Source: an optimization exercise on an open RTL-to-GDS flow (aim: small area and a short achievable clock period). Production flows keep margins and buffers that such runs may drop. At most, simulation tests tie the RTL to the original design; equivalence was not proved. The RTL of runs 1 and 2 was laid out without a check of its function. No activity file was given, so power comes from the tool's default toggle rates.

### design/flow/config.mk
export PLATFORM = sky130hd
export DESIGN_NAME = fcb_top
export DESIGN_NICKNAME = fcb_top
export VERILOG_FILES = /design/flow/design.v
export SDC_FILE = /design/flow/constraint.sdc
export NUM_CORES = 4
export LEC_CHECK = 0
export CAP_MARGIN = 5
export CORE_MARGIN = 2
export CORE_UTILIZATION = 70
export PLACE_DENSITY = 0.85
export SETUP_SLACK_MARGIN = 3.8
export SLEW_MARGIN = 5
export SYNTH_HIERARCHICAL = 1
export SYNTH_MINIMUM_KEEP_SIZE = 0
### design/flow/flow/run.sh
#!/bin/bash
# The standard layout (standard.sh), with two changes:
#  - port buffers are buf_1 cells (buffer_ports -buffer_cell)
#  - clock tree synthesis inserts no dummy loads
# Each tool's output is kept in this folder: standard.log (make) and the
# ORFS logs under orfs/logs/.
export BUFFER_PORTS_ARGS="-buffer_cell sky130_fd_sc_hd__buf_1"
export CTS_ARGS="-sink_clustering_enable -repair_clock_nets -sink_clustering_size 24 -sink_clustering_max_diameter 60 -buf_list sky130_fd_sc_hd__clkbuf_16 -dont_use_dummy_load"
bash standard.sh > standard.log 2>&1
### design/flow/design.v
`default_nettype none
package fcb_pkg;
    typedef struct packed {
        logic [2:0]  address;
        logic [31:0] data;
        logic [3:0]  select;
        logic        stb;
        logic        we;
        logic        cyc;
    } wb_req_t;
    typedef struct packed {
        logic [29:0] reserved;
        logic        readback_en;
        logic        program_en;    
    } fcb_ctrl_t;
    typedef union packed {
        logic [31:0] raw;
        fcb_ctrl_t   fields;
    } fcb_ctrl_u;
    typedef struct packed {
        logic [26:0] reserved;
        logic        overrun;
        logic        checksum_mismatch;
        logic        checksum_match;
        logic        bitstream_done;
        logic        word_done;     
    } fcb_status_t;
    typedef struct packed {
        logic cfg_bit;
        logic shift;
    } chain_t;
endpackage
`default_nettype wire
`timescale 1ns/1ps
`default_nettype none
module fcb_rdmux (
    input  wire [2:0]   bus_address,
    input  wire         bus_stb,
    input  wire         bus_we,
    input  wire [31:0]  ctrl,
    input  wire [31:0]  data_word,
    input  wire [31:0]  length,
    input  wire [31:0]  expected,
    input  wire [31:0]  status,
    input  wire [31:0]  rdbk_word,
    output logic [31:0] rd_data
);
    wire       rd_en = bus_stb & ~bus_we;
    wire [7:0] rsel  = rd_en ? (8'd1 << bus_address) : 8'd0;
    assign rd_data = ({32{rsel[0]}} & ctrl) | ({32{rsel[1]}} & data_word) |
                     ({32{rsel[2]}} & length) | ({32{rsel[3]}} & expected) |
                     ({32{rsel[4]}} & status) | ({32{rsel[5]}} & rdbk_word);
endmodule
`default_nettype wire
`timescale 1ns/1ps
`default_nettype none
module fcb_top (
    input  wire                                       clk,
    input  wire                                       reset,
    input  wire [2:0]                                 bus_address,
    input  wire [31:0]                                bus_data,
    input  wire [3:0]                                 bus_select,
    input  wire                                       bus_stb,
    input  wire                                       bus_we,
    input  wire                                       bus_cyc,
    output logic [31:0]                               rd_data,
    output logic [8*32-1:0]  config_bits,
    output logic                                      global_reset
);
    localparam int NB = 8*32;
    localparam logic [1:0] S_IDLE = 2'd0, S_SHIFT = 2'd1, S_DONE = 2'd2;
    logic [31:0] ctrl, data_word, length, expected, rdbk_word;
    logic        prog_q, rb_q, data_wr;
    logic        st_word_done, st_done, st_match, st_mismatch, st_overrun;
    logic        word_done_p, done_p, overrun_p, match_p, mismatch_p;
    wire wr_en     = bus_stb & bus_we & bus_cyc;
    wire prog_rise = ctrl[0] & ~prog_q;
    wire rb_rise   = ctrl[1] & ~rb_q;
    function automatic logic [31:0] merge_bytes(input logic [31:0] old_val,
                                                input logic [31:0] new_val,
                                                input logic [3:0]  sel);
        logic [31:0] res;
        for (int i = 0; i < 4; i++)
            res[8*i +: 8] = sel[i] ? new_val[8*i +: 8] : old_val[8*i +: 8];
        merge_bytes = res;
    endfunction
    always_ff @(posedge clk or negedge reset) begin
        if (!reset) begin
            ctrl      <= '0;
            data_word <= '0;
            length    <= '0;
            expected  <= '0;
            data_wr   <= 1'b0;
            prog_q    <= 1'b0;
            rb_q      <= 1'b0;
            st_word_done <= 1'b0;
            st_done      <= 1'b0;
            st_match     <= 1'b0;
            st_mismatch  <= 1'b0;
            st_overrun   <= 1'b0;
        end else begin
            prog_q  <= ctrl[0];
            rb_q    <= ctrl[1];
            data_wr <= wr_en && (bus_address == 3'd1);
            if (wr_en && (bus_address == 3'd0)) ctrl      <= merge_bytes(ctrl, bus_data, bus_select);
            if (wr_en && (bus_address == 3'd1)) data_word <= merge_bytes(data_word, bus_data, bus_select);
            if (wr_en && (bus_address == 3'd2))  length    <= merge_bytes(length, bus_data, bus_select);
            if (wr_en && (bus_address == 3'd3))  expected  <= merge_bytes(expected, bus_data, bus_select);
            st_word_done <= word_done_p | (st_word_done & ~(prog_rise | data_wr));
            st_done      <= done_p      | (st_done      & ~prog_rise);
            st_match     <= match_p     | (st_match     & ~(prog_rise | rb_rise));
            st_mismatch  <= mismatch_p  | (st_mismatch  & ~(prog_rise | rb_rise));
            st_overrun   <= overrun_p   | (st_overrun   & ~prog_rise);
        end
    end
    fcb_rdmux i_rdmux (
        .bus_address (bus_address),
        .bus_stb     (bus_stb),
        .bus_we      (bus_we),
        .ctrl        (ctrl),
        .data_word   (data_word),
        .length      (length),
        .expected    (expected),
        .status      ({27'd0, st_overrun, st_mismatch, st_match, st_done, st_word_done}),
        .rdbk_word   (rdbk_word),
        .rd_data     (rd_data)
    );
    assign global_reset = st_done;
    logic [1:0]  state;
    logic [31:0] tc1;
    logic [31:1] shift_word;
    logic        load;
    logic        running;
    logic        head_bit, head_shift;
    logic [NB-1:0] chain;
    wire st_idle   = (state == S_IDLE);
    wire st_shift  = (state == S_SHIFT);
    wire st_dn     = (state == S_DONE);
    wire start     = data_wr & ctrl[0] & st_idle;
    wire shift_now = start | st_shift;
    wire last_bit  = (tc1 == length);
    wire word_end  = (tc1[4:0] == 5'd0);
    assign load = done_p;
    always_ff @(posedge clk or negedge reset) begin
        if (!reset) begin
            state       <= S_IDLE;
            word_done_p <= 1'b0;
            done_p      <= 1'b0;
            overrun_p   <= 1'b0;
        end else begin
            word_done_p <= shift_now & (word_end | last_bit);
            done_p      <= shift_now & last_bit;
            overrun_p   <= data_wr & st_shift;
            case (state)
                S_IDLE:  if (!prog_rise && start) state <= last_bit ? S_DONE : S_SHIFT;
                S_SHIFT: if (last_bit) state <= S_DONE;
                         else if (word_end) state <= S_IDLE;
                S_DONE:  if (prog_rise) state <= S_IDLE;
                default: state <= S_IDLE;
            endcase
        end
    end
    always_ff @(posedge clk) begin
        if (prog_rise && !st_shift)
            tc1 <= 32'd1;
        else if (shift_now)
            tc1 <= tc1 + 32'd1;
        shift_word <= st_idle ? data_word[30:0] : {shift_word[30:1], 1'b0};
    end
    assign head_bit   = st_dn ? chain[NB-1] : (st_idle ? data_word[31] : shift_word[31]);
    assign head_shift = st_dn ? running : shift_now;
    always_ff @(posedge clk or negedge reset) begin
        if (!reset)
            chain <= '0;
        else if (head_shift)
            chain <= {chain[NB-2:0], head_bit};
    end
    always_ff @(posedge clk or negedge reset) begin
        if (!reset)
            config_bits <= '0;
        else if (load)
            config_bits <= chain;
    end
    logic [31:0] cnt1;
    logic        byte_vld, pf, fresh;
    logic [2:0]  fin;
    logic [7:0]  bacc;
    logic [15:0] sum_a, sum_bp;
    logic [7:0]  bval;
    wire tail     = chain[NB-1];
    wire rb_start = ctrl[1] & ~rb_q & st_done & ~running & (length != 32'd0);
    wire last     = (cnt1 == length);
    wire [2:0] bit_idx = cnt1[2:0] - 3'd1;
    always_comb begin
        for (int j = 0; j < 8; j++) begin
            if (bit_idx == 3'(7 - j))
                bval[j] = tail;
            else if (bit_idx > 3'(7 - j))
                bval[j] = bacc[j];
            else
                bval[j] = 1'b0;
        end
    end
    logic [16:0] a_s, a_t, b_s, b_u, cs_s, cs_c;
    logic [15:0] a_mod, b_mod, b_true;
    always_comb begin
        a_s   = {1'b0, sum_a} + {9'd0, bacc};
        a_t   = a_s - 17'(65521);
        a_mod = a_t[16] ? a_s[15:0] : a_t[15:0];
        b_s   = {1'b0, sum_bp} + {1'b0, sum_a};
        cs_s  = {1'b0, sum_bp ^ sum_a ^ 16'd15};
        cs_c  = {(sum_bp & sum_a) | ((sum_bp | sum_a) & 16'd15), 1'b0};
        b_u   = cs_s + cs_c;
        b_mod = b_u[16] ? b_u[15:0] : b_s[15:0];
        b_true = pf ? b_mod : sum_bp;
    end
    always_ff @(posedge clk or negedge reset) begin
        if (!reset) begin
            running    <= 1'b0;
            byte_vld   <= 1'b0;
            fin        <= '0;
            match_p    <= 1'b0;
            mismatch_p <= 1'b0;
            rdbk_word  <= '0;
            pf         <= 1'b0;
            fresh      <= 1'b1;
        end else begin
            if (running)
                rdbk_word <= {rdbk_word[30:0], tail};
            byte_vld <= running & ((bit_idx == 3'd7) | last);
            fin      <= {fin[1:0], running & last};
            if (rb_start)
                running <= 1'b1;
            else if (running & last)
                running <= 1'b0;
            pf <= byte_vld;
            if (byte_vld)
                fresh <= 1'b0;
            else if (rb_start)
                fresh <= 1'b1;
            match_p    <= fin[2] & ({sum_bp, sum_a} == expected);
            mismatch_p <= fin[2] & ({sum_bp, sum_a} != expected);
        end
    end
    always_ff @(posedge clk) begin
        if (rb_start)
            cnt1 <= 32'd1;
        else if (running)
            cnt1 <= cnt1 + 32'd1;
        if (running)
            bacc <= bval;
        if (byte_vld)
            sum_a <= fresh ? {8'd0, bacc} + 16'd1 : a_mod;
        if (byte_vld && fresh)
            sum_bp <= '0;
        else if (pf)
            sum_bp <= b_mod;
    end
endmodule
`default_nettype wire
### design/flow/standard.sh
#!/bin/bash
# synth_recipe.tcl (not shown) runs the flow's synth.tcl, then flattens the netlist and writes it again
# the make line also repeats each setting of config.mk as NAME=value (left out here)
make -C /OpenROAD-flow-scripts/flow DESIGN_CONFIG=/design/flow/config.mk WORK_HOME=/design/flow/orfs CLKGATE_MAP_FILE= SYNTH_SCRIPT=/design/flow/synth_recipe.tcl "${@:-finish}"
### design/flow/constraint.sdc
create_clock -name core_clock -period 8.0 [get_ports {clk}]
set_input_delay 1.6000 -clock core_clock [delete_from_list [all_inputs] [get_ports {clk}]]
set_output_delay 1.6000 -clock core_clock [all_outputs]
set_load 0.01 [all_outputs]
==> results of run 1 <==
-- Yosys cell counts, drive strengths merged, types with 8 or more instances --
| cell type | instances | area (um2) |
|---|---|---|
| xor2 | 51 | 447 |
| clkbuf | 63 | 236 |
| o221ai | 34 | 485 |
| dfxtp | 111 | 2220 |
| a21oi | 66 | 349 |
| o31ai | 8 | 70.1 |
| ha | 53 | 663 |
| nor3 | 18 | 95.1 |
| nand3 | 36 | 180 |
| nand4 | 38 | 238 |
| or3 | 20 | 125 |
| edfxtp | 24 | 721 |
| nor4 | 18 | 119 |
| a21o | 17 | 128 |
| nor2 | 94 | 353 |
| nand2 | 119 | 449 |
| o21ai | 47 | 235 |
| dfrtp | 693 | 17300 |
| xnor2 | 146 | 1290 |
| fa | 13 | 260 |
| buf | 60 | 398 |
| mux2 | 737 | 8410 |
| mux2i | 79 | 791 |
| inv | 44 | 165 |
| and3 | 26 | 163 |
| a31oi | 11 | 75.1 |
-- per-module statistics from Yosys (local to each module, per instance) --
module     flip-flops and latches  cell area [um2]  times used
fcb_rdmux                       0             1940           1
fcb_top                       829            34700           1
-- per-stage QoR --
stage                     area (um2)  util [%]  worst slack [ps]
after detailed placement       38500      74.7              2430
after floorplan                36800         -              4060
after global routing           40700      79.0              3370
after global placement         38500      74.7              2490
final                          40700      79.0              3330
after CTS                      40300      78.2              3710
-- per-layer routing --
metal  GRT usage (%)  wire, um  part of all wire (%)  up-vias
li1                -         -                     -    10200
met1            42.0     35100                    39    11800
met2            51.5     43200                    48      867
met3            8.76      7750                   8.5      265
met4            15.6      4720                   5.2        2
met5               0        16                 0.018        -
-- state kept, by name (all words and copies together) (netlist names), 2 cells and up --
signal	cells
bacc	8
chain	256
cnt1	32
config_bits	256
ctrl	32
data_word	32
expected	32
fin	3
length	32
rdbk_word	32
shift_word	31
state	2
sum_a	16
sum_bp	16
tc1	32
-- power by group through the flow --
| stage | Sequential (W) | Clock, W | Combinational, W |
|---|---|---|---|
| CTS | 0.00451 | 0.00243 | 0.000837 |
| detailed placement | 0.00459 | 0 | 0.000798 |
| finish | 0.00453 | 0.00240 | 0.000878 |
| floorplan | 0.00450 | 0 | 0.000590 |
| global route | 0.00454 | 0.00259 | 0.000959 |
| global placement | 0.00459 | 0 | 0.000771 |
-- kinds of logic (layout without fill, tap and decap cells) --
family,Yosys count,after routing
xor gates and xnor gates,197,197
other,1,28
muxes,816,816
DFF,829,829
buffers and inverters,168,467
and+or+nand+nor,405,412
adders and majority gates,66,66
AOI/OAI and AO/OA,224,224
-- what timing repair did --
action	CTS	global route
pin swaps	14	6
cloned	11	5
setup buffers	11	4
endpoints found under the setup margin	32	37
gates resized for setup	92	57
-- worst max path at each step --
stage / cells after the start / startpoint / slack [ps] / endpoint
4_1_cts: 6 / bus_address[2] / 3710 / rd_data[0]
2_1_floorplan: 5 / bus_address[0] / 4060 / rd_data[1]
6_report: 8 / bus_address[2] / 3330 / rd_data[21]
3_5_place_dp: 5 / bus_address[0] / 2430 / rd_data[0]
3_3_place_gp: 5 / bus_address[0] / 2490 / rd_data[0]
5_1_grt: 8 / bus_address[2] / 3370 / rd_data[10]
-- layout make-up --
class | instances | area, um2 | share of cell area (%)
well taps | 680 | 851 | 2.09
flip-flops and latches | 829 | 20300 | 49.9
multi-input cells | 1742 | 16100 | 39.6
repair buffers | 373 | 2040 | 5.00
diodes | 1 | 2.50 | 0.00615
inverters | 45 | 169 | 0.415
clock buffers | 49 | 1230 | 3.01
==> flow_metrics.tcl, run 1 <==
set metrics [dict create \
    cp_num_buf_inv 5 \
    remaining_drc_errors 0 \
    endpoint_kind "output pin" \
    cts_root_buf "clkbuf_16" \
    grt_antenna_before_repair 2 \
    grt_max_degree 205 \
    synthMuxAreaShare_pct 25.1 \
    synth_top_family_by_area "multiplexers" \
    clk_latency_ps 630 \
    initial_core_util_pct 71.2 \
    worstHoldPathCells 0 \
    p_sw_share_pct 25.6 \
    netlist_area_um2 36700 \
    drv_cap 0 \
    cts-hold-fix-buffers 0 \
    period_share_pct 58.4 \
    num_vias 23200 \
    areaGrowthSynthToFinish_pct 11.0 \
    dp_cells 3638 \
    start_kind "input port" \
    timing.rr.end "sum_a[9]$_SDFFCE_PP0P_" \
    synthCells 2706 \
    clock_path_buffers 3 \
    power_w 0.00781 \
    path_clk_slew_ps 100 \
    gp_congestion 0.939 \
    status "complete, no violations" \
    finalCriticalPeriod_ps 4670 \
    htree_levels 2 \
    ff2ff_path_depth 10 \
    fin_skew_ps 81.2 \
    p_seq_share_pct 58.0 \
    yosysUniqueCellTypes 78 \
    holdWs_ps 368 \
    combPwrFrac_pct 11.2 \
    critPathTopFamily "buffers and inverters" \
    synthAdderAreaFrac_pct 2.52 \
    rr_startpoint "sum_a[0]$_DFFE_PP_" \
    hold_end "fin[2]$_DFF_PN0_" \
    hp-class "flip-flop to flip-flop" \
    hold_viol_final 0 \
    layout.cells.most_common "mux2_2" \
    first_pass_iters 5 \
    fmax_ghz 0.214 \
    synth_compound_area_share_pct 4.63 \
    slowest_stage "nor4bb_4" \
    hpwl_mm 58.1 \
    max_stage_delay_ps 440 \
    synth-warning-count 7 \
    drive_gt1_share_pct 32.0 \
    r2r_slack_ps 4200 \
    finalNonFillerCells 3719 \
    crit_chain "buf_8, buf_6, nor4bb_4, buf_6, buf_12, nand2_4, o221ai_2, buf_2" \
    synthSimpleGateAreaFrac_pct 5.43 \
    yosysSeqAreaShare_pct 55.4 \
    tns_ps 0 \
    grtUsageTotal_pct 32.6 \
    die-area_um2 54200 \
    rsz0062_at_grt "yes" \
    grt_pass1_wl_mm 136 \
    portBuffers 332 \
    grt_overflow 0 \
    synth-async-reset-ratio_pct 83.7 \
    drt_wl_total_mm 90.8 \
    holdCritStartpoint "fin[1]$_DFF_PN0_" \
    wl_per_cell_um 24.4 \
    final_cell_mix "mux2_2 (707), dfrtp_1 (692), buf_1 (294)" \
    crit_fanout 6 \
    worst_path_most_repeated_cell "buf_6" \
    grt_pass1_vias 24000 \
    cts_tree "built" \
    drv_slew 0 \
    clock-sinks 829 \
    drtAntennaViolNets 0 \
    p_switching_w 0.00200 \
    first_iter_violations 2259 \
    cellPowerDensity_nw_per_um2 192 \
    placementRows 83 \
    cts_buffers 49 \
    ir_worst_vdd_uv 165 \
    postSynthAreaPerCell_um2 13.5 \
    ys.flop_type "dfrtp_1" \
    fp.dieW_um 233 \
    cp.required_ps 6400 \
    setup_viol 0 \
    die_y_um 233 \
    p_int_w 0.00581 \
    nNetsFinal 3150 \
    ys_seq_elements 829 \
    synth-xor-area-share_pct 4.73 \
    clock_power_share_pct 30.8 \
    critical_path_arrival_ps 3070 \
    io_pins 333 \
    slew_headroom_pct 15.1 \
    p_leak_nw 19.2 \
    synth-edff-count 24 \
    worst_pin_slew_ps 1270 \
    core_um2 51500 \
    n_fill_cell 2980 \
    worstSetupPathType "input port to output pin" \
    viasPerCell 6.23 \
]
==> run 2, diff against run 1 <==
--- a/design/flow/config.mk
+++ b/design/flow/config.mk
@@ -7,8 +7,8 @@
 export LEC_CHECK = 0
-export CAP_MARGIN = 5
+export CAP_MARGIN = 20
 export CORE_MARGIN = 2
-export CORE_UTILIZATION = 70
-export PLACE_DENSITY = 0.85
+export CORE_UTILIZATION = 80
+export PLACE_DENSITY = 0.9
 export SETUP_SLACK_MARGIN = 3.8
-export SLEW_MARGIN = 5
+export SLEW_MARGIN = 20
 export SYNTH_HIERARCHICAL = 1
==> flow_metrics.tcl, run 2 <==
set metrics [dict create \
    gp_congestion 0.927 \
    drv_cap 0 \
    htree_levels 2 \
    ys.flop_type "dfrtp_1" \
    ff2ff_path_depth 10 \
    remaining_drc_errors 0 \
    core_um2 45300 \
    ys_top_cells_by_area "dfrtp_1 (47%), mux2_2 (22%), dfxtp_1 (6.1%)" \
    synth-async-reset-ratio_pct 83.7 \
    hp-class "flip-flop to flip-flop" \
    die-area_um2 47600 \
    grt_use_met3_pct 10.1 \
    hpwl_mm 62.1 \
    yosysMostFrequentCell "mux2_2" \
    p_leak_nw 19.1 \
    cellPowerDensity_nw_per_um2 194 \
    worst_pin_slew_ps 1050 \
    reg_top3 "chain: 256 flops, config_bits: 256 flops" \
    design_area_um2 40300 \
    grtUsageTotal_pct 41.1 \
    nNetsFinal 3138 \
    use_met1_pct 51.2 \
    initial_core_util_pct 81.0 \
    grt_max_degree 189 \
    drive_gt1_share_pct 31.4 \
    portBuffers 332 \
    grt_antenna_before_repair 5 \
    cts_buffers 47 \
    drtAntennaViolNets 0 \
    areaGrowthSynthToFinish_pct 9.79 \
    fp.dieW_um 218 \
    fin_skew_ps 68.5 \
    viasPerCell 6.72 \
    ys_seq_elements 829 \
    drt_wl_total_mm 102 \
    worstSetupPathType "input port to output pin" \
    synth-edff-count 24 \
    synthCells 2706 \
    top_usage_layer "met2" \
    num_vias 24400 \
    multiInputGateArea_um2 16000 \
    placementRows 78 \
    io_pins 333 \
    worstHoldPathCells 0 \
    synth-warning-count 7 \
    yosysSeqAreaShare_pct 55.4 \
    netlist_area_um2 36700 \
    final_cell_mix "mux2_2 (707), dfrtp_1 (692), buf_1 (294)" \
    place_area_um2 38400 \
    grt_pass1_vias 25400 \
    start_kind "input port" \
    status "complete, no violations" \
    cts_tree "built" \
    postSynthAreaPerCell_um2 13.5 \
    finalCriticalPeriod_ps 4460 \
    first_iter_violations 2750 \
    synth.top_cells.by_count "mux2_2 (707), dfrtp_1 (693), xnor2_1 (145)" \
    die_y_um 218 \
    endpoint_kind "output pin" \
    layout.cells.most_common "mux2_2" \
    yosysUniqueCellTypes 78 \
    drv_slew 0 \
    critical_path_arrival_ps 2860 \
    use_met2_pct 67.8 \
    tns_ps 0 \
    synth_top_area_share_pct 47.3 \
    rsz0062_at_grt "yes" \
    hold_viol_final 0 \
    clk_latency_ps 630 \
    setup_viol 0 \
    grt_overflow 0 \
    fmax_ghz 0.224 \
    yosysTopAreaCell "dfrtp_1" \
    ir_worst_vdd_uv 210 \
    period_share_pct 55.8 \
    clock-sinks 829 \
    cts_root_buf "clkbuf_16" \
    seqCellArea_um2 20300 \
    slew_headroom_pct 30.0 \
    crit_fanout 10 \
    wl_per_cell_um 28.0 \
    clock_path_buffers 3 \
    grt_pass1_wl_mm 149 \
    first_pass_iters 6 \
    n_fill_cell 1858 \
    r2r_slack_ps 4140 \
    path_clk_slew_ps 90 \
    cp.required_ps 6400 \
]
[run 2: metrics by stage]
step	utilization [%]	hold slack [ps]	worst slack, ps	total power, W	instances
2_1_floorplan	-	331	4060	0.00509	2732
3_3_place_gp	84.7	335	2620	0.00536	3559
3_5_place_dp	84.8	357	2530	0.00540	3561
4_1_cts	88.1	346	3680	0.00770	3619
5_1_grt	88.9	366	3510	0.00801	3627
6_report	88.9	341	3540	0.00779	3631
[run 2: report_power, final]
part	switching [W]	internal, W	leakage, nW
clock network	0.00133	0.00105	0.579
registers	0.000222	0.00432	10.7
logic	0.000486	0.000385	7.84
[run 2: final timing paths]
path                                              to                from
hold reg to reg                     fin[1]$_DFF_PN0_    fin[0]$_DFF_PN0_
min in group asynchronous  rdbk_word[12]$_DFFE_PN0P_               reset
setup reg to reg                  sum_a[3]$_DFFE_PP_  sum_a[0]$_DFFE_PP_
setup / recovery                          rd_data[0]      bus_address[2]
max in group asynchronous     chain[142]$_DFFE_PN0P_               reset
hold / removal                      fin[1]$_DFF_PN0_    fin[0]$_DFF_PN0_
[run 2: metal layers]
metal	wire, um	part of all wire, %
met3	9730	9.6
met2	49300	48
met1	36300	36
met5	13	0.013
met4	6350	6.2
[run 2: timing repair]
| action | 4_1_cts | 5_1_grt |
|---|---|---|
| setup endpoints to repair | 32 | 37 |
| gates cloned | 6 | 3 |
| resized for setup | 51 | 83 |
| setup buffers | 5 | 4 |
| pin swaps | 4 | 5 |
| hold buffers | 0 | 0 |
[run 2: cell families after synthesis]
family,synth area share (%)
DFF,55.4
muxes,25.1
and+or+nand+nor,5.43
AOI/OAI and AO/OA,4.63
xor gates and xnor gates,4.73
buffers and inverters,2.19
adders and majority gates,2.52
other,0.0102
[run 2: modules after synthesis (local to each module, per instance)]
module / cell area (um2) / flops+latches / cells / times used
fcb_top: 34700 / 829 / 2521 / 1
fcb_rdmux: 1940 / 0 / 185 / 1
[run 2: area by class of cell]
| class | count | area share [%] |
|---|---|---|
| clock buffers | 47 | 2.92 |
| multi-input cells | 1739 | 39.7 |
| repair buffers | 366 | 4.64 |
| inverters | 45 | 0.420 |
| flip-flops and latches | 829 | 50.5 |
| well taps | 600 | 1.86 |
| diodes | 5 | 0.0311 |
[run 2: worst max-delay path, cell delays in order]
cell and delay [ps]:
buf_8 110, nor3b_4 220, buf_6 180, nand2b_4 130
buf_12 190, o221ai_2 220, buf_2 200
==> run 3, diff against run 2 <==
--- a/design/flow/design.v
+++ b/design/flow/design.v
@@ -47,7 +47,16 @@
 );
-    wire       rd_en = bus_stb & ~bus_we;
-    wire [7:0] rsel  = rd_en ? (8'd1 << bus_address) : 8'd0;
-    assign rd_data = ({32{rsel[0]}} & ctrl) | ({32{rsel[1]}} & data_word) |
-                     ({32{rsel[2]}} & length) | ({32{rsel[3]}} & expected) |
-                     ({32{rsel[4]}} & status) | ({32{rsel[5]}} & rdbk_word);
+    always_comb begin
+        rd_data = '0;
+        if (bus_stb && !bus_we) begin
+            case (bus_address)
+                3'd0:   rd_data = ctrl;
+                3'd1:   rd_data = data_word;
+                3'd2:    rd_data = length;
+                3'd3:    rd_data = expected;
+                3'd4: rd_data = status;
+                3'd5:   rd_data = rdbk_word;
+                default:          rd_data = '0;
+            endcase
+        end
+    end
 endmodule
@@ -203,3 +212,3 @@
     end
-    logic [16:0] a_s, a_t, b_s, b_u, cs_s, cs_c;
+    logic [16:0] a_s, a_t, b_s, b_t;
     logic [15:0] a_mod, b_mod, b_true;
@@ -210,6 +219,4 @@
         b_s   = {1'b0, sum_bp} + {1'b0, sum_a};
-        cs_s  = {1'b0, sum_bp ^ sum_a ^ 16'd15};
-        cs_c  = {(sum_bp & sum_a) | ((sum_bp | sum_a) & 16'd15), 1'b0};
-        b_u   = cs_s + cs_c;
-        b_mod = b_u[16] ? b_u[15:0] : b_s[15:0];
+        b_t   = b_s - 17'(65521);
+        b_mod = b_t[16] ? b_s[15:0] : b_t[15:0];
         b_true = pf ? b_mod : sum_bp;
--- a/design/flow/config.mk
+++ b/design/flow/config.mk
@@ -9,4 +9,4 @@
 export CORE_MARGIN = 2
-export CORE_UTILIZATION = 80
-export PLACE_DENSITY = 0.9
+export CORE_UTILIZATION = 70
+export PLACE_DENSITY = 0.85
 export SETUP_SLACK_MARGIN = 3.8
==> flow_metrics.tcl, run 3 <==
set metrics [dict create \
    status "complete, no violations" \
    rr_startpoint "bacc[0]$_SDFFCE_PN0P_" \
    ys_top_cells_by_area "dfrtp_1 (48%), mux2_2 (22%), dfxtp_1 (6.2%)" \
    cts_tree "built" \
    die-area_um2 53400 \
    slowest_stage "nor2b_4" \
    cts-hold-fix-buffers 0 \
    layout.cells.most_common "mux2_2" \
    drv_slew 0 \
    grt_max_degree 181 \
    p_seq_share_pct 60.4 \
    placementRows 83 \
    synth_top_family_by_area "multiplexers" \
    critPathTopFamily "simple AND/OR/NAND/NOR gates" \
    critical_path_arrival_ps 2780 \
    drtAntennaViolNets 0 \
    areaGrowthSynthToFinish_pct 10.8 \
    die_y_um 231 \
    grt_antenna_before_repair 1 \
    fmax_ghz 0.228 \
    design_area_um2 40000 \
    netlist_area_um2 36100 \
    clock_power_share_pct 31.7 \
    r2r_slack_ps 3970 \
    synth_top_area_share_pct 48.0 \
    max_stage_delay_ps 290 \
    clk_latency_ps 620 \
    rsz0062_at_grt "yes" \
    p_sw_share_pct 24.0 \
    synth-edff-count 24 \
    grtUsageTotal_pct 33.3 \
    synth-xor-area-share_pct 4.29 \
    ys_seq_elements 829 \
    setup_viol 0 \
    io_pins 333 \
    final_cell_mix "mux2_2 (707), dfrtp_1 (691), buf_1 (297)" \
    crit_chain "buf_12, buf_12, nor2b_4, nor2b_4, a21oi_2, a21oi_2, buf_2" \
    yosysUniqueCellTypes 86 \
    cts_buffers 48 \
    wl_per_cell_um 24.1 \
    portBuffers 332 \
    drt_wl_total_mm 89.6 \
    synth_compound_area_share_pct 4.49 \
    reg_top3 "chain: 256 flops, config_bits: 256 flops" \
    hp-class "flip-flop to flip-flop" \
    core_um2 51200 \
    clock_path_buffers 3 \
    grt_pass1_wl_mm 138 \
    diodes 0 \
    cts_root_buf "clkbuf_16" \
    postSynthAreaPerCell_um2 13.3 \
    worstSetupPathType "input port to output pin" \
    viasPerCell 6.31 \
    tns_ps 0 \
    drv_cap 0 \
    slew_headroom_pct 24.8 \
    nNetsFinal 3124 \
    htree_levels 2 \
    yosysTopAreaCell "dfrtp_1" \
    ys.flop_type "dfrtp_1" \
    p_leak_nw 18.6 \
    path_clk_slew_ps 90 \
    remaining_drc_errors 0 \
    first_pass_iters 7 \
    fp.dieW_um 231 \
    synth.top_cells.by_count "mux2_2 (707), dfrtp_1 (693), xnor2_1 (127)" \
    yosysMostFrequentCell "mux2_2" \
    num_vias 23500 \
    grt_pass1_vias 23900 \
    synthSimpleGateAreaFrac_pct 6.85 \
    hpwl_mm 60.0 \
    yosysSeqAreaShare_pct 56.2 \
    endpoint_kind "output pin" \
    timing.rr.end "sum_a[0]$_DFFE_PP_" \
    crit_start "bus_address[2]" \
    synthMuxAreaShare_pct 24.6 \
    place_area_um2 37900 \
    start_kind "input port" \
    critPathCapture "rd_data[1]" \
    cp.required_ps 6400 \
    fin_util_pct 78.2 \
    synth-async-reset-ratio_pct 83.7 \
    initial_core_util_pct 70.5 \
    crit_fanout 5 \
    synthCells 2714 \
    synth-warning-count 8 \
    p_switching_w 0.00179 \
    cellPowerDensity_nw_per_um2 186 \
    grt_overflow 0 \
    synthAdderAreaFrac_pct 1.32 \
    cp_num_buf_inv 3 \
    path_depth 7 \
    gp_congestion 0.983 \
    finalCriticalPeriod_ps 4380 \
    ir_worst_vdd_uv 191 \
    worst_pin_slew_ps 1130 \
    first_iter_violations 2049 \
    hold_viol_final 0 \
    fin_skew_ps 39.9 \
    drive_gt1_share_pct 30.8 \
    clock-sinks 829 \
    period_share_pct 54.7 \
    ff2ff_path_depth 11 \
    p_int_w 0.00566 \
    combPwrFrac_pct 7.9 \
]
run 3: stage by stage:
stage          total power (W)  hold slack [ps]  instances  worst slack, ps
6_report               0.00744              336       3721             3620
4_1_cts                0.00743              339       3709             3660
2_1_floorplan          0.00483              331       2740             3870
5_1_grt                0.00767              344       3721             3610
3_3_place_gp           0.00506              341       3642             2740
3_5_place_dp           0.00509              350       3642             2670
run 3: cell type report:
cell class / instances / area (um2)
Tap cell: 680 / 851
Timing Repair Buffer: 376 / 2060
Multi-Input combinational cell: 1740 / 15400
Sequential cell: 829 / 20300
Inverter: 48 / 183
Fill cell: 3011 / 11200
Clock buffer: 48 / 1200
run 3: what timing repair did:
action | CTS | global route
resized for setup | 89 | 40
setup buffers | 9 | 8
cloned | 10 | 4
setup endpoints to repair | 46 | 57
pin swaps | 14 | 10
run 3: worst min path at each step:
stage	to	cells past startpoint	slack, ps	startpoint
6_report	fin[1]$_DFF_PN0_	0	340	fin[0]$_DFF_PN0_
5_1_grt	fin[1]$_DFF_PN0_	0	340	fin[0]$_DFF_PN0_
4_1_cts	fin[1]$_DFF_PN0_	0	340	fin[0]$_DFF_PN0_
3_5_place_dp	fin[2]$_DFF_PN0_	0	350	fin[1]$_DFF_PN0_
3_3_place_gp	fin[1]$_DFF_PN0_	0	340	fin[0]$_DFF_PN0_
2_1_floorplan	fin[1]$_DFF_PN0_	0	330	fin[0]$_DFF_PN0_
run 3: layer usage:
layer | track usage, % | vias to the layer above | wire, um
met2 | 53.1 | 953 | 42700
met1 | 44.1 | 12000 | 35200
li1 | - | 10300 | -
met3 | 8.55 | 245 | 7800
met5 | 0 | - | 0
met4 | 13.7 | 0 | 3970
run 3: kinds of logic (layout without fill, tap and decap cells):
logic type,Yosys count,after routing
DFF,829,829
muxes,768,768
and+or+nand+nor,479,481
AOI/OAI and AO/OA,250,250
xor gates and xnor gates,177,177
buffers and inverters,173,472
adders and majority gates,37,37
other,1,27
run 3: Yosys stat by module, one instance, submodules excluded:
module	cells	copies in the design	flip-flops and latches
fcb_rdmux	192	1	0
fcb_top	2522	1	829
run 3: worst register-to-register path: stages, from the launching register on:
cell and delay, ps:
edfxtp_1 490, ha_1 290, fa_1 420, a21o_1 210, a21o_1 210, a2111o_1 420
nand3_2 140, o211ai_4 120, or4_4 530, or3_4 460, a211oi_1 370, a211oi_1 110
run 3: power by group through the flow:
stage / Sequential, W / Combinational, W / Clock [W]
3_5_place_dp: 0.00457 / 0.000520 / 0
4_1_cts: 0.00448 / 0.000560 / 0.00239
2_1_floorplan: 0.00446 / 0.000363 / 0
3_3_place_gp: 0.00456 / 0.000499 / 0
5_1_grt: 0.00450 / 0.000635 / 0.00254
6_report: 0.00450 / 0.000585 / 0.00236
==> run 4, diff against run 3 <==
--- a/design/flow/design.v
+++ b/design/flow/design.v
@@ -39,24 +39,15 @@
     input  wire         bus_we,
-    input  wire [31:0]  ctrl,
-    input  wire [31:0]  data_word,
-    input  wire [31:0]  length,
-    input  wire [31:0]  expected,
-    input  wire [31:0]  status,
-    input  wire [31:0]  rdbk_word,
-    output logic [31:0] rd_data
+    input  wire [7:0]  ctrl,
+    input  wire [7:0]  data_word,
+    input  wire [7:0]  length,
+    input  wire [7:0]  expected,
+    input  wire [7:0]  status,
+    input  wire [7:0]  rdbk_word,
+    output logic [7:0] rd_data
 );
-    always_comb begin
-        rd_data = '0;
-        if (bus_stb && !bus_we) begin
-            case (bus_address)
-                3'd0:   rd_data = ctrl;
-                3'd1:   rd_data = data_word;
-                3'd2:    rd_data = length;
-                3'd3:    rd_data = expected;
-                3'd4: rd_data = status;
-                3'd5:   rd_data = rdbk_word;
-                default:          rd_data = '0;
-            endcase
-        end
-    end
+    wire       rd_en = bus_stb & ~bus_we;
+    wire [7:0] rsel  = rd_en ? (8'd1 << bus_address) : 8'd0;
+    assign rd_data = ({8{rsel[0]}} & ctrl) | ({8{rsel[1]}} & data_word) |
+                     ({8{rsel[2]}} & length) | ({8{rsel[3]}} & expected) |
+                     ({8{rsel[4]}} & status) | ({8{rsel[5]}} & rdbk_word);
 endmodule
@@ -124,14 +115,17 @@
     end
-    fcb_rdmux i_rdmux (
-        .bus_address (bus_address),
-        .bus_stb     (bus_stb),
-        .bus_we      (bus_we),
-        .ctrl        (ctrl),
-        .data_word   (data_word),
-        .length      (length),
-        .expected    (expected),
-        .status      ({27'd0, st_overrun, st_mismatch, st_match, st_done, st_word_done}),
-        .rdbk_word   (rdbk_word),
-        .rd_data     (rd_data)
-    );
+    wire [31:0] status_w = {27'd0, st_overrun, st_mismatch, st_match, st_done, st_word_done};
+    for (genvar g = 0; g < 4; g++) begin : g_rd
+        fcb_rdmux i_rdmux (
+            .bus_address (bus_address),
+            .bus_stb     (bus_stb),
+            .bus_we      (bus_we),
+            .ctrl        (ctrl[8*g +: 8]),
+            .data_word   (data_word[8*g +: 8]),
+            .length      (length[8*g +: 8]),
+            .expected    (expected[8*g +: 8]),
+            .status      (status_w[8*g +: 8]),
+            .rdbk_word   (rdbk_word[8*g +: 8]),
+            .rd_data     (rd_data[8*g +: 8])
+        );
+    end
     assign global_reset = st_done;
@@ -212,3 +206,3 @@
     end
-    logic [16:0] a_s, a_t, b_s, b_t;
+    logic [16:0] a_s, a_t, b_s, b_u, cs_s, cs_c;
     logic [15:0] a_mod, b_mod, b_true;
@@ -219,4 +213,6 @@
         b_s   = {1'b0, sum_bp} + {1'b0, sum_a};
-        b_t   = b_s - 17'(65521);
-        b_mod = b_t[16] ? b_s[15:0] : b_t[15:0];
+        cs_s  = {1'b0, sum_bp ^ sum_a ^ 16'd15};
+        cs_c  = {(sum_bp & sum_a) | ((sum_bp | sum_a) & 16'd15), 1'b0};
+        b_u   = cs_s + cs_c;
+        b_mod = b_u[16] ? b_u[15:0] : b_s[15:0];
         b_true = pf ? b_mod : sum_bp;
--- a/design/flow/config.mk
+++ b/design/flow/config.mk
@@ -11,3 +11,3 @@
 export PLACE_DENSITY = 0.85
-export SETUP_SLACK_MARGIN = 3.8
+export SETUP_SLACK_MARGIN = 4.05
 export SLEW_MARGIN = 20
==> flow_metrics.tcl, run 4 <==
set metrics [dict create \
    viasPerCell 6.15 \
    reg_top3 "chain: 256 flops, config_bits: 256 flops" \
    cts_buffers 49 \
    grt_pass1_wl_mm 133 \
    power_w 0.00764 \
    grt_antenna_before_repair 0 \
    yosysMostFrequentCell "mux2_2" \
    synth-edff-count 24 \
    final_cell_mix "mux2_2 (736), dfrtp_1 (691), buf_1 (294)" \
    remaining_drc_errors 0 \
    fin_skew_ps 74.5 \
    clock_path_buffers 3 \
    grt_pass1_vias 23700 \
    ff2ff_path_depth 13 \
    period_share_pct 53.7 \
    die-area_um2 54000 \
    grt_max_degree 198 \
    rsz0062_at_grt "yes" \
    worstHoldPathCells 0 \
    place_area_um2 38300 \
    crit_fanout 8 \
    n_fill_cell 3123 \
    p_leak_nw 18.9 \
    first_iter_violations 1683 \
    core_um2 51400 \
    synth-async-reset-ratio_pct 83.7 \
    endpoint_kind "output pin" \
    timing.rr.end "sum_bp[15]$_SDFFE_PP0P_" \
    portBuffers 332 \
    areaGrowthSynthToFinish_pct 9.86 \
    hp-class "flip-flop to flip-flop" \
    dp_cells 3651 \
    yosysUniqueCellTypes 73 \
    layout.cells.most_common "mux2_2" \
    yosysSeqAreaShare_pct 55.6 \
    critical_path_arrival_ps 2690 \
    hold_end "fin[1]$_DFF_PN0_" \
    fmax_ghz 0.233 \
    crit_chain "buf_12, nor3b_4, nand2_4, o221ai_1, clkbuf_2" \
    worst_pin_slew_ps 1390 \
    finalCriticalPeriod_ps 4290 \
    nNetsFinal 3139 \
    ys_seq_elements 829 \
    drtAntennaViolNets 0 \
    start_kind "input port" \
    postSynthAreaPerCell_um2 13.4 \
    synthCells 2720 \
    status "complete, no violations" \
    fp.dieW_um 232 \
    ys.flop_type "dfrtp_1" \
    htree_levels 2 \
    placementRows 83 \
    worstSetupPathType "input port to output pin" \
    yosysTopAreaCell "dfrtp_1" \
    rr_startpoint "sum_a[1]$_DFFE_PP_" \
    holdCritStartpoint "fin[0]$_DFF_PN0_" \
    hpwl_mm 58.6 \
    diodes 0 \
    clk_latency_ps 620 \
    slowest_stage "nor3b_4" \
    setup_viol 0 \
    drive_gt1_share_pct 30.2 \
    tns_ps 0 \
    io_pins 333 \
    grtUsageTotal_pct 31.5 \
    synth_top_area_share_pct 47.5 \
    clock-sinks 829 \
    cts_tree "built" \
    cts-hold-fix-buffers 0 \
    path_clk_slew_ps 70 \
    ir_worst_vdd_uv 185 \
    cts_root_buf "clkbuf_16" \
    drv_cap 0 \
    cellPowerDensity_nw_per_um2 190 \
    initial_core_util_pct 71.0 \
    synth.top_cells.by_count "mux2_2 (736), dfrtp_1 (693), xnor2_1 (147)" \
    design_area_um2 40100 \
    r2r_slack_ps 4260 \
    die_y_um 232 \
    ys_top_cells_by_area "dfrtp_1 (47%), mux2_2 (23%), dfxtp_1 (6.1%)" \
    max_stage_delay_ps 330 \
    slew_headroom_pct 7.31 \
    wl_per_cell_um 22.9 \
    cp.required_ps 6400 \
    drt_wl_total_mm 84.9 \
    hold_viol_final 0 \
    grt_overflow 0 \
    first_pass_iters 5 \
    netlist_area_um2 36500 \
    num_vias 22800 \
    drv_slew 0 \
    gp_congestion 0.945 \
    synth-warning-count 7 \
    finalNonFillerCells 3707 \
]
[run 4: cell count changes in the layout (fill, tap and decap cells not counted), moves of 13 or more]
cell / change
mux4_2: -23
o21ai_0: -13
inv_1: +14
o22ai_1: -14
o221ai_2: +23
xnor2_1: +19
nor2_1: -13
mux2i_1: +47
nand2_1: +27
clkinv_1: -16
ha_1: +18
mux2_2: +29
[run 4: cell families (layout without fill, tap and decap cells)]
kind of cell	after synthesis	after routing	synth area share, %
and+or+nand+nor	444	444	6.18
AOI/OAI and AO/OA	205	205	3.95
DFF	829	829	55.6
muxes	815	815	24.9
buffers and inverters	161	442	2.06
other	1	27	0.0103
xor gates and xnor gates	199	199	4.77
adders and majority gates	66	66	2.53
[run 4: how the worst max path moves through the flow]
stage / from / to / slack [ps]
6_report: bus_address[2] / rd_data[19] / 3710
4_1_cts: bus_address[2] / rd_data[7] / 3800
2_1_floorplan: bus_address[0] / rd_data[14] / 4140
5_1_grt: bus_address[2] / rd_data[17] / 3710
3_5_place_dp: bus_address[0] / rd_data[1] / 2910
3_3_place_gp: bus_address[0] / rd_data[7] / 2970
[run 4: routing by layer]
metal | part of all wire (%) | track usage, % | wire length (um) | vias to the layer above
met4 | 3.2 | 10.2 | 2760 | 0
met2 | 48 | 51.6 | 41000 | 687
met5 | 0 | 0 | 0 | -
met3 | 6.6 | 6.50 | 5650 | 156
met1 | 42 | 42.4 | 35500 | 11700
li1 | - | - | - | 10200
[run 4: repair_timing]
item | 4_1_cts | 5_1_grt
gates resized for setup | 76 | 52
gates cloned | 4 | 1
pin swaps | 16 | 23
setup endpoints to repair | 35 | 41
buffers inserted | 0 | 1
endpoints found under the hold margin | 0 | 0
[run 4: layout make-up]
class                           count  area (um2)  area share (%)
Timing Repair Buffer              354        1700            4.25
Tap cell                          680         851            2.12
Clock buffer                       49        1230            3.06
Multi-Input combinational cell   1756       15900            39.6
Sequential cell                   829       20300            50.6
Inverter                           39         146           0.365
[run 4: metrics by stage]
step	hold slack, ps	utilization [%]	setup slack, ps
3_3_place_gp	338	74.5	2970
2_1_floorplan	331	-	4140
6_report	399	78.0	3710
5_1_grt	412	78.0	3710
3_5_place_dp	367	74.5	2910
4_1_cts	402	77.6	3800
[run 4: per-module statistics from Yosys, one instance, submodules excluded]
| module | area (um2) | cells |
|---|---|---|
| fcb_top | 34800 | 2524 |
| fcb_rdmux | 439 | 49 |
[run 4: where the power goes]
group	leakage, nW	internal (W)	switching, W
Sequential	10.7	0.00432	0.000189
Combinational	7.56	0.000336	0.000397
Clock	0.604	0.00109	0.00131
Total	18.9	0.00574	0.00190
[run 4: critical path, delay by kind of cell]
family / cells / cell delay, ps
and+or+nand+nor: 2 / 490
buffers and inverters: 2 / 310
AOI/OAI and AO/OA: 1 / 290
==> run 5, diff against run 4 <==
--- a/design/flow/config.mk
+++ b/design/flow/config.mk
@@ -11,3 +11,3 @@
 export PLACE_DENSITY = 0.85
-export SETUP_SLACK_MARGIN = 4.05
+export SETUP_SLACK_MARGIN = 3.8
 export SLEW_MARGIN = 20
==> flow_metrics.tcl, run 5 <==
set metrics [dict create \
    grtUsageTotal_pct 31.4 \
    nNetsFinal 3138 \
    post-cts-setup-buffers 0 \
    num_vias 22800 \
    drtAntennaViolNets 0 \
    core_um2 51400 \
    finalCriticalPeriod_ps 4230 \
    tns_ps 0 \
    clk_latency_ps 620 \
    hpwl_mm 58.6 \
    r2r_slack_ps 4170 \
    layout.cells.most_common "mux2_2" \
    drv_cap 0 \
    netlist_area_um2 36500 \
    first_iter_violations 1666 \
    start_kind "input port" \
    die_y_um 232 \
    critPathCapture "rd_data[30]" \
    drt_wl_total_mm 84.7 \
    ff2ff_path_depth 12 \
    cellPowerDensity_nw_per_um2 191 \
    initial_core_util_pct 71.0 \
    synth-edff-count 24 \
    worstHoldPathCells 0 \
    cts_buffers 49 \
    rsz0062_at_grt "yes" \
    yosysTopAreaCell "dfrtp_1" \
    endpoint_kind "output pin" \
    fin_skew_ps 74.2 \
    synth-warning-count 7 \
    worst_pin_slew_ps 1410 \
    die-area_um2 54000 \
    yosysMostFrequentCell "mux2_2" \
    final_cell_mix "mux2_2 (736), dfrtp_1 (691), buf_1 (302)" \
    portBuffers 332 \
    fp.dieW_um 232 \
    wl_per_cell_um 22.9 \
    fmax_ghz 0.236 \
    ys_top_cells_by_area "dfrtp_1 (47%), mux2_2 (23%), dfxtp_1 (6.1%)" \
    timing.rr.end "sum_bp[5]$_SDFFE_PP0P_" \
    ys.flop_type "dfrtp_1" \
    synthCells 2720 \
    io_pins 333 \
    hp-class "flip-flop to flip-flop" \
    cts_root_buf "clkbuf_16" \
    critical_path_arrival_ps 2630 \
    ir_worst_vdd_uv 186 \
    clock_path_buffers 3 \
    grt_overflow 0 \
    clock-sinks 829 \
    crit_fanout 8 \
    finalNonFillerCells 3706 \
    rr_startpoint "sum_a[1]$_DFFE_PP_" \
    reg_top3 "chain: 256 flops, config_bits: 256 flops" \
    hold_viol_final 0 \
    grt_max_degree 198 \
    postSynthAreaPerCell_um2 13.4 \
    dp_cells 3651 \
    synth.top_cells.by_count "mux2_2 (736), dfrtp_1 (693), xnor2_1 (147)" \
    cts_tree "built" \
    viasPerCell 6.14 \
    remaining_drc_errors 0 \
    slew_headroom_pct 5.71 \
    gp_congestion 0.945 \
    setup_viol 0 \
    grt_antenna_before_repair 0 \
    yosysUniqueCellTypes 73 \
    period_share_pct 52.9 \
    ys_seq_elements 829 \
    grt_pass1_vias 23600 \
    drv_slew 0 \
    grt_pass1_wl_mm 133 \
    synth_top_area_share_pct 47.5 \
    diodes 0 \
    p_leak_nw 18.8 \
    first_pass_iters 5 \
    cts-hold-fix-buffers 0 \
    placementRows 83 \
    yosysSeqAreaShare_pct 55.6 \
    areaGrowthSynthToFinish_pct 9.66 \
    cp.required_ps 6400 \
    htree_levels 2 \
    synth-async-reset-ratio_pct 83.7 \
    path_clk_slew_ps 70 \
    crit_start "bus_address[2]" \
    status "complete, no violations" \
    drive_gt1_share_pct 29.7 \
    worstSetupPathType "input port to output pin" \
]
[run 5: cell types whose count changed in the layout (fill, tap and decap cells not counted), moves of 2 or more]
cell and change:
buf_1 +8, buf_2 -10, o221ai_1 +6, o221ai_2 -6
clkbuf_2 +2
[run 5: worst max-delay path, stage by stage]
cell and delay [ps]:
buf_12 120, nor3b_4 320, nand2_4 180, o221ai_2 230, clkbuf_2 160
[run 5: report_power, final]
part / total (W) / internal, W / switching (W)
registers: 0.00451 / 0.00432 / 0.000189
logic: 0.000727 / 0.000334 / 0.000393
clock network: 0.00240 / 0.00109 / 0.00131
total: 0.00763 / 0.00574 / 0.00189
[run 5: cell type report]
cell class                 count  area [um2]
fill                        3119       11400
clock buffer                  49        1230
sequential                   829       20300
inverter                      39         146
multi-input combinational   1756       15800
timing repair buffer         353        1690
tap                          680         851
[run 5: modules after synthesis, one instance, submodules excluded]
module,copies in the design,area (um2)
fcb_top,1,34800
fcb_rdmux,4,439
[run 5: worst min path at each step]
stage | from | endpoint | slack (ps)
6_report | fin[0]$_DFF_PN0_ | fin[1]$_DFF_PN0_ | 400
5_1_grt | fin[1]$_DFF_PN0_ | fin[2]$_DFF_PN0_ | 410
4_1_cts | fin[0]$_DFF_PN0_ | fin[1]$_DFF_PN0_ | 400
3_5_place_dp | fin[0]$_DFF_PN0_ | fin[1]$_DFF_PN0_ | 370
3_3_place_gp | fin[0]$_DFF_PN0_ | fin[1]$_DFF_PN0_ | 340
2_1_floorplan | fin[0]$_DFF_PN0_ | fin[1]$_DFF_PN0_ | 330
[run 5: kinds of logic (layout without fill, tap and decap cells)]
family                     Yosys count  after routing  synth area share [%]
AOI/OAI and AO/OA                  205            205                  3.95
xor gates and xnor gates           199            199                  4.77
adders and majority gates           66             66                  2.53
buffers and inverters              161            441                  2.06
DFF                                829            829                  55.6
muxes                              815            815                  24.9
other                                1             27                0.0103
and+or+nand+nor                    444            444                  6.18
[run 5: timing repair]
action                                  in CTS  in global routing
cloned                                       4                  1
endpoints found under the setup margin      32                 37
pin swaps                                    9                 14
endpoints found under the hold margin        0                  0
resized for setup                           60                 46
[run 5: per-stage QoR]
step                power [W]  utilization (%)  hold slack [ps]  instance area, um2  worst slack [ps]
finish                0.00763             77.9              401               40000              3770
global route          0.00790             77.9              412               40000              3730
CTS                   0.00765             77.5              402               39800              3790
detailed placement    0.00528             74.5              367               38300              2910
global placement      0.00525             74.5              338               38300              2970
floorplan             0.00499                -              331               36600              4140
[run 5: metal layers]
| layer | up-vias | track usage (%) | wire length, um |
|---|---|---|---|
| li1 | 10200 | - | - |
| met1 | 11700 | 42.4 | 35200 |
| met2 | 681 | 51.6 | 41100 |
| met3 | 163 | 6.48 | 5680 |
| met4 | 0 | 10.1 | 2830 |
| met5 | - | 0 | 0 |
==> run 6, diff against run 5 <==
--- a/design/flow/design.v
+++ b/design/flow/design.v
@@ -39,9 +39,9 @@
     input  wire         bus_we,
-    input  wire [7:0]  ctrl,
-    input  wire [7:0]  data_word,
-    input  wire [7:0]  length,
-    input  wire [7:0]  expected,
-    input  wire [7:0]  status,
-    input  wire [7:0]  rdbk_word,
-    output logic [7:0] rd_data
+    input  wire [3:0]  ctrl,
+    input  wire [3:0]  data_word,
+    input  wire [3:0]  length,
+    input  wire [3:0]  expected,
+    input  wire [3:0]  status,
+    input  wire [3:0]  rdbk_word,
+    output logic [3:0] rd_data
 );
@@ -49,5 +49,5 @@
     wire [7:0] rsel  = rd_en ? (8'd1 << bus_address) : 8'd0;
-    assign rd_data = ({8{rsel[0]}} & ctrl) | ({8{rsel[1]}} & data_word) |
-                     ({8{rsel[2]}} & length) | ({8{rsel[3]}} & expected) |
-                     ({8{rsel[4]}} & status) | ({8{rsel[5]}} & rdbk_word);
+    assign rd_data = ({4{rsel[0]}} & ctrl) | ({4{rsel[1]}} & data_word) |
+                     ({4{rsel[2]}} & length) | ({4{rsel[3]}} & expected) |
+                     ({4{rsel[4]}} & status) | ({4{rsel[5]}} & rdbk_word);
 endmodule
@@ -116,3 +116,3 @@
     wire [31:0] status_w = {27'd0, st_overrun, st_mismatch, st_match, st_done, st_word_done};
-    for (genvar g = 0; g < 4; g++) begin : g_rd
+    for (genvar g = 0; g < 8; g++) begin : g_rd
         fcb_rdmux i_rdmux (
@@ -121,9 +121,9 @@
             .bus_we      (bus_we),
-            .ctrl        (ctrl[8*g +: 8]),
-            .data_word   (data_word[8*g +: 8]),
-            .length      (length[8*g +: 8]),
-            .expected    (expected[8*g +: 8]),
-            .status      (status_w[8*g +: 8]),
-            .rdbk_word   (rdbk_word[8*g +: 8]),
-            .rd_data     (rd_data[8*g +: 8])
+            .ctrl        (ctrl[4*g +: 4]),
+            .data_word   (data_word[4*g +: 4]),
+            .length      (length[4*g +: 4]),
+            .expected    (expected[4*g +: 4]),
+            .status      (status_w[4*g +: 4]),
+            .rdbk_word   (rdbk_word[4*g +: 4]),
+            .rd_data     (rd_data[4*g +: 4])
         );
--- a/design/flow/config.mk
+++ b/design/flow/config.mk
@@ -11,3 +11,3 @@
 export PLACE_DENSITY = 0.85
-export SETUP_SLACK_MARGIN = 3.8
+export SETUP_SLACK_MARGIN = 3.9
 export SLEW_MARGIN = 20
==> flow_metrics.tcl, run 6 <==
set metrics [dict create \
    io_pins 333 \
    areaGrowthSynthToFinish_pct 9.64 \
    worst_pin_slew_ps 992 \
    grt_antenna_before_repair 0 \
    yosysSeqAreaShare_pct 55.8 \
    ys_top_cells_by_area "dfrtp_1 (48%), mux2_2 (23%), dfxtp_1 (6.1%)" \
    endpoint_kind "output pin" \
    grt_pass1_wl_mm 135 \
    start_kind "input port" \
    path_clk_slew_ps 60 \
    grt_pass1_vias 23400 \
    p_seq_share_pct 59.2 \
    wl_per_cell_um 23.9 \
    multiInputGateArea_um2 15600 \
    p_sw_share_pct 24.6 \
    status "complete, no violations" \
    synth-edff-count 24 \
    critical_path_arrival_ps 2660 \
    grt_overflow 0 \
    num_vias 22700 \
    clk_latency_ps 620 \
    die-area_um2 53800 \
    hp-class "flip-flop to flip-flop" \
    layout.cells.most_common "mux2_2" \
    ys.flop_type "dfrtp_1" \
    yosysUniqueCellTypes 72 \
    ir_worst_vdd_uv 184 \
    synth_top_area_share_pct 47.7 \
    clock_power_share_pct 30.8 \
    placementRows 83 \
    ff2ff_path_depth 13 \
    synth-async-reset-ratio_pct 83.7 \
    p_int_w 0.00574 \
    drive_gt1_share_pct 31.1 \
    yosysMostFrequentCell "mux2_2" \
    setup_viol 0 \
    postSynthAreaPerCell_um2 13.8 \
    p_leak_nw 18.7 \
    cts_tree "built" \
    remaining_drc_errors 0 \
    rr_startpoint "sum_a[3]$_DFFE_PP_" \
    first_iter_violations 1623 \
    fin_skew_ps 60.9 \
    synth-warning-count 7 \
    initial_core_util_pct 70.9 \
    r2r_slack_ps 4080 \
    period_share_pct 53.3 \
    netlist_area_um2 36400 \
    finalCriticalPeriod_ps 4260 \
    critPathCapture "rd_data[27]" \
    grt_max_degree 179 \
    clock-sinks 829 \
    hpwl_mm 61.4 \
    fin_util_pct 77.7 \
    viasPerCell 6.21 \
    drtAntennaViolNets 0 \
    crit_fanout 7 \
    portBuffers 332 \
    p_switching_w 0.00187 \
    combPwrFrac_pct 10.0 \
    yosysTopAreaCell "dfrtp_1" \
    fmax_ghz 0.234 \
    n_fill_cell 3127 \
    htree_levels 2 \
    cellPowerDensity_nw_per_um2 191 \
    hold_viol_final 0 \
    slew_headroom_pct 33.5 \
    design_area_um2 39900 \
    worstSetupPathType "input port to output pin" \
    place_area_um2 38300 \
    drv_slew 0 \
    gp_congestion 1.00 \
    core_um2 51300 \
    seqCellArea_um2 20300 \
    grtUsageTotal_pct 32.6 \
    cp.required_ps 6400 \
    drt_wl_total_mm 87.1 \
    cts_buffers 48 \
    first_pass_iters 5 \
    cts-hold-fix-buffers 0 \
    diodes 0 \
    synthCells 2644 \
    final_cell_mix "mux2_2 (736), dfrtp_1 (691), buf_1 (299)" \
    synth.top_cells.by_count "mux2_2 (736), dfrtp_1 (693), xnor2_1 (147)" \
    drv_cap 0 \
    dp_cells 3591 \
    holdWs_ps 354 \
    clock_path_buffers 3 \
    die_y_um 232 \
    reg_top3 "chain: 256 flops, config_bits: 256 flops" \
    finalNonFillerCells 3652 \
    tns_ps 0 \
    fp.dieW_um 232 \
    timing.rr.end "sum_bp[11]$_SDFFE_PP0P_" \
    crit_start "bus_address[0]" \
    ys_seq_elements 829 \
    rsz0062_at_grt "yes" \
    nNetsFinal 3084 \
    cts_root_buf "clkbuf_16" \
]
[run 6: worst min path at each step]
stage	startpoint	endpoint	cells past startpoint
global route	fin[0]$_DFF_PN0_	fin[1]$_DFF_PN0_	0
CTS	fin[0]$_DFF_PN0_	fin[1]$_DFF_PN0_	0
finish	fin[0]$_DFF_PN0_	fin[1]$_DFF_PN0_	0
floorplan	fin[0]$_DFF_PN0_	fin[1]$_DFF_PN0_	0
detailed placement	fin[0]$_DFF_PN0_	fin[1]$_DFF_PN0_	0
global placement	fin[0]$_DFF_PN0_	fin[1]$_DFF_PN0_	0
[run 6: critical path: stages]
cell       delay, ps
clkbuf_16        140
mux4_2           510
a22o_4           290
buf_6            120
[run 6: cell families (layout without fill, tap and decap cells)]
group	after synthesis	in the layout	synth area share, %
multiplexers	783	783	25.2
buffers and inverters	149	450	1.73
AO/OA/AOI/OAI	205	206	3.97
other	1	27	0.0103
AND/OR/NAND/NOR	412	412	5.93
XOR/XNOR	199	199	4.79
adder cells (fa/ha/maj)	66	66	2.54
flip-flops	829	829	55.8
[run 6: modules after synthesis, one instance, submodules excluded]
module | cells | flip-flops and latches | cell area, um2 | copies in the design
fcb_top | 2524 | 829 | 34800 | 1
fcb_rdmux | 15 | 0 | 201 | 8
[run 6: per-stage QoR]
step	total power [W]	worst slack, ps
5_1_grt	0.00788	3710
3_3_place_gp	0.00528	2900
2_1_floorplan	0.00499	3930
4_1_cts	0.00763	3730
3_5_place_dp	0.00531	2820
6_report	0.00762	3740
[run 6: timing repair]
item / 4_1_cts / 5_1_grt
buffers inserted: 1 / 5
endpoints found under the setup margin: 111 / 118
pin swaps: 19 / 9
cloned: 6 / 1
gates resized for setup: 40 / 20
[run 6: per-layer routing]
metal | GRT usage (%) | vias to the layer above | share of wire (%)
met5 | 0 | - | 0
met4 | 13.6 | 0 | 4.6
met3 | 7.01 | 230 | 6.8
met2 | 53.8 | 768 | 49
met1 | 42.3 | 11600 | 40
li1 | - | 10100 | -
[run 6: layout make-up]
cell class / instances / area share (%)
Timing Repair Buffer: 363 / 4.31
Sequential cell: 829 / 51.0
Inverter: 39 / 0.367
Multi-Input combinational cell: 1693 / 39.2
Tap cell: 680 / 2.13
Clock buffer: 48 / 3.01
[run 6: power groups by stage]
stage	logic [W]	clock network, W	registers (W)
2_1_floorplan	0.000509	0	0.00449
3_3_place_gp	0.000702	0	0.00458
3_5_place_dp	0.000725	0	0.00458
4_1_cts	0.000743	0.00239	0.00450
5_1_grt	0.000832	0.00253	0.00452
6_report	0.000759	0.00235	0.00451
==> run 7, diff against run 6 <==
--- a/design/flow/config.mk
+++ b/design/flow/config.mk
@@ -11,3 +11,3 @@
 export PLACE_DENSITY = 0.85
-export SETUP_SLACK_MARGIN = 3.9
+export SETUP_SLACK_MARGIN = 3.8
 export SLEW_MARGIN = 20
==> flow_metrics.tcl, run 7 <==
set metrics [dict create \
    cp.required_ps 6400 \
    drtAntennaViolNets 0 \
    core_um2 51300 \
    wl_per_cell_um 23.8 \
    synth_top_family_by_area "multiplexers" \
    crit_fanout 7 \
    first_pass_iters 5 \
    grt_pass1_vias 23300 \
    setup_viol 0 \
    grt_max_degree 179 \
    grt_overflow 0 \
    die-area_um2 53800 \
    postSynthAreaPerCell_um2 13.8 \
    slew_headroom_pct 29.3 \
    cts_tree "built" \
    synth_top_area_share_pct 47.7 \
    hp-class "flip-flop to flip-flop" \
    design_area_um2 39900 \
    fp.dieW_um 232 \
    layout.cells.most_common "mux2_2" \
    fin_util_pct 77.7 \
    ir_worst_vdd_uv 184 \
    reg_top3 "chain: 256 flops, config_bits: 256 flops" \
    areaGrowthSynthToFinish_pct 9.64 \
    fin_skew_ps 63.2 \
    portBuffers 332 \
    tns_ps 0 \
    synth_compound_area_share_pct 3.97 \
    gp_congestion 1.00 \
    drv_slew 0 \
    path_clk_slew_ps 60 \
    synth.top_cells.by_count "mux2_2 (736), dfrtp_1 (693), xnor2_1 (147)" \
    finalCriticalPeriod_ps 4270 \
    worst_pin_slew_ps 1060 \
    critical_path_arrival_ps 2670 \
    cts_buffers 48 \
    worstSetupPathType "input port to output pin" \
    clock_path_buffers 3 \
    ys_seq_elements 829 \
    ys.flop_type "dfrtp_1" \
    grt_pass1_wl_mm 135 \
    grtUsageTotal_pct 32.5 \
    period_share_pct 53.3 \
    cellPowerDensity_nw_per_um2 191 \
    yosysSeqAreaShare_pct 55.8 \
    viasPerCell 6.21 \
    clk_latency_ps 620 \
    ys_top_cells_by_area "dfrtp_1 (48%), mux2_2 (23%), dfxtp_1 (6.1%)" \
    clock-sinks 829 \
    grt_antenna_before_repair 0 \
    nNetsFinal 3084 \
    io_pins 333 \
    slowest_stage "mux4_2" \
    netlist_area_um2 36400 \
    first_iter_violations 1673 \
    synthMuxAreaShare_pct 25.2 \
    endpoint_kind "output pin" \
    num_vias 22700 \
    yosysMostFrequentCell "mux2_2" \
    drt_wl_total_mm 87.0 \
    fin_ws_ps 3730 \
    drive_gt1_share_pct 31.1 \
    placementRows 83 \
    synth-edff-count 24 \
    htree_levels 2 \
    synth-xor-area-share_pct 4.79 \
    fmax_ghz 0.234 \
    cts_root_buf "clkbuf_16" \
    start_kind "input port" \
    yosysTopAreaCell "dfrtp_1" \
    final_cell_mix "mux2_2 (736), dfrtp_1 (691), buf_1 (298)" \
    yosysUniqueCellTypes 72 \
    hpwl_mm 61.4 \
    die_y_um 232 \
    synth-async-reset-ratio_pct 83.7 \
    remaining_drc_errors 0 \
    synth-warning-count 7 \
    p_leak_nw 18.7 \
    synthSimpleGateAreaFrac_pct 5.93 \
    status "complete, no violations" \
    drv_cap 0 \
    rsz0062_at_grt "yes" \
    synthAdderAreaFrac_pct 2.54 \
    place_area_um2 38300 \
    synthCells 2644 \
    hold_viol_final 0 \
    crit_chain "clkbuf_16, mux4_2, a22o_4, buf_6" \
    diodes 0 \
    n_fill_cell 3131 \
    place_ws_ps 2820 \
    initial_core_util_pct 70.9 \
    max_stage_delay_ps 510 \
]
[run 7: cell type report]
| class | instances | area, um2 | area share (%) |
|---|---|---|---|
| clock buffer | 48 | 1200 | 3.01 |
| multi-input combinational | 1693 | 15600 | 39.2 |
| timing repair buffer | 363 | 1720 | 4.31 |
| sequential | 829 | 20300 | 51.0 |
| inverter | 39 | 146 | 0.367 |
| tap | 680 | 851 | 2.13 |
[run 7: logic make-up after synthesis]
kind of cell    after synthesis
compound gates              205
buf+inv                     149
other cells                   1
mux                         783
flops                       829
xor+xnor                    199
simple gates                412
fa+ha+maj                    66
[run 7: per-stage QoR]
step	hold slack, ps	total power, W	instances
after floorplan	331	0.00499	2670
after global placement	341	0.00528	3591
after detailed placement	337	0.00531	3591
after CTS	354	0.00763	3645
after global routing	375	0.00788	3652
final	357	0.00761	3652
[run 7: worst max-delay path: cells and delay by family]
kind | cells | cell delay [ps]
muxes | 1 | 510
buffers and inverters | 2 | 260
AOI/OAI and AO/OA | 1 | 290
[run 7: report_power, final]
part	internal (W)	switching (W)	total (W)	leakage [nW]
Combinational	0.000356	0.000402	0.000758	7.40
Sequential	0.00432	0.000186	0.00451	10.7
Clock	0.00106	0.00128	0.00235	0.592
Total	0.00574	0.00187	0.00761	18.7
[run 7: timing repair]
| action | in CTS | in global routing |
|---|---|---|
| endpoints found under the setup margin | 33 | 227 |
| cloned | 5 | 2 |
| pin swaps | 18 | 10 |
| setup buffers | 1 | 5 |
| hold buffers | 0 | 0 |
| resized for setup | 39 | 21 |
[run 7: path summary, 6_finish.rpt]
path	startpoint	end	slack [ps]	cells past startpoint
setup reg to reg	running$_DFFE_PN0P_	chain[143]$_DFFE_PN0P_	3980	5
max in group asynchronous	reset	config_bits[162]$_DFFE_PN0P_	5190	3
setup / recovery	bus_address[0]	rd_data[27]	3730	4
hold reg to reg	fin[0]$_DFF_PN0_	fin[1]$_DFF_PN0_	360	0
hold / removal	fin[0]$_DFF_PN0_	fin[1]$_DFF_PN0_	360	0
min in group asynchronous	reset	expected[14]$_DFFE_PN0P_	1070	1
[run 7: per-layer routing]
metal,vias to the layer above,routed length (um),GRT usage [%]
met3,225,5910,7.02
met5,-,0,0
li1,10100,-,-
met1,11600,34600,42.2
met2,758,42500,53.6
met4,0,3950,13.4
[run 7: Yosys stat by module (local to each module, per instance)]
module     flip-flops and latches  cells  area (um2)
fcb_top                       829   2524       34800
fcb_rdmux                       0     15         201

afterwards: timing with drivers on the ports:
The flow's constraints put no driver on any port. The routed layouts listed below were extracted and timed again, unchanged, in two steps. Step 1: set_driving_cell puts a clkbuf_16 on clk and a buf_2 on each other input, an assumption about the parent block. Step 2 also shifts input and output timing later by t, the mid clock arrival at the registers, as if the neighbouring blocks saw the same clock. Slacks: ideal / step 1 / step 2; pairs: ideal / step 1.
| run | t, ns | setup WS [ns] | worst slew at a driven data input, ns |
|---|---|---|---|
| run 1 | 0.657 | 3.327 / 3.268 / 3.268 | 0.12 |
| run 2 | 0.658 | 3.535 / 3.489 / 3.489 | 0.14 |
| run 3 | 0.668 | 3.621 / 3.445 / 3.445 | 0.22 |
| run 4 | 0.653 | 3.707 / 3.633 / 3.633 | 0.17 |
| run 5 | 0.652 | 3.768 / 3.682 / 3.682 | 0.17 |
| run 6 | 0.655 | 3.735 / 3.432 / 3.432 | 0.30 |
| run 7 | 0.655 | 3.734 / 3.434 / 3.434 | 0.29 |
After both steps every run listed still meets setup and hold. For run 6, which loses most, drivers alone change the setup slack by -0.303 ns; drivers and shift together by -0.303 ns.
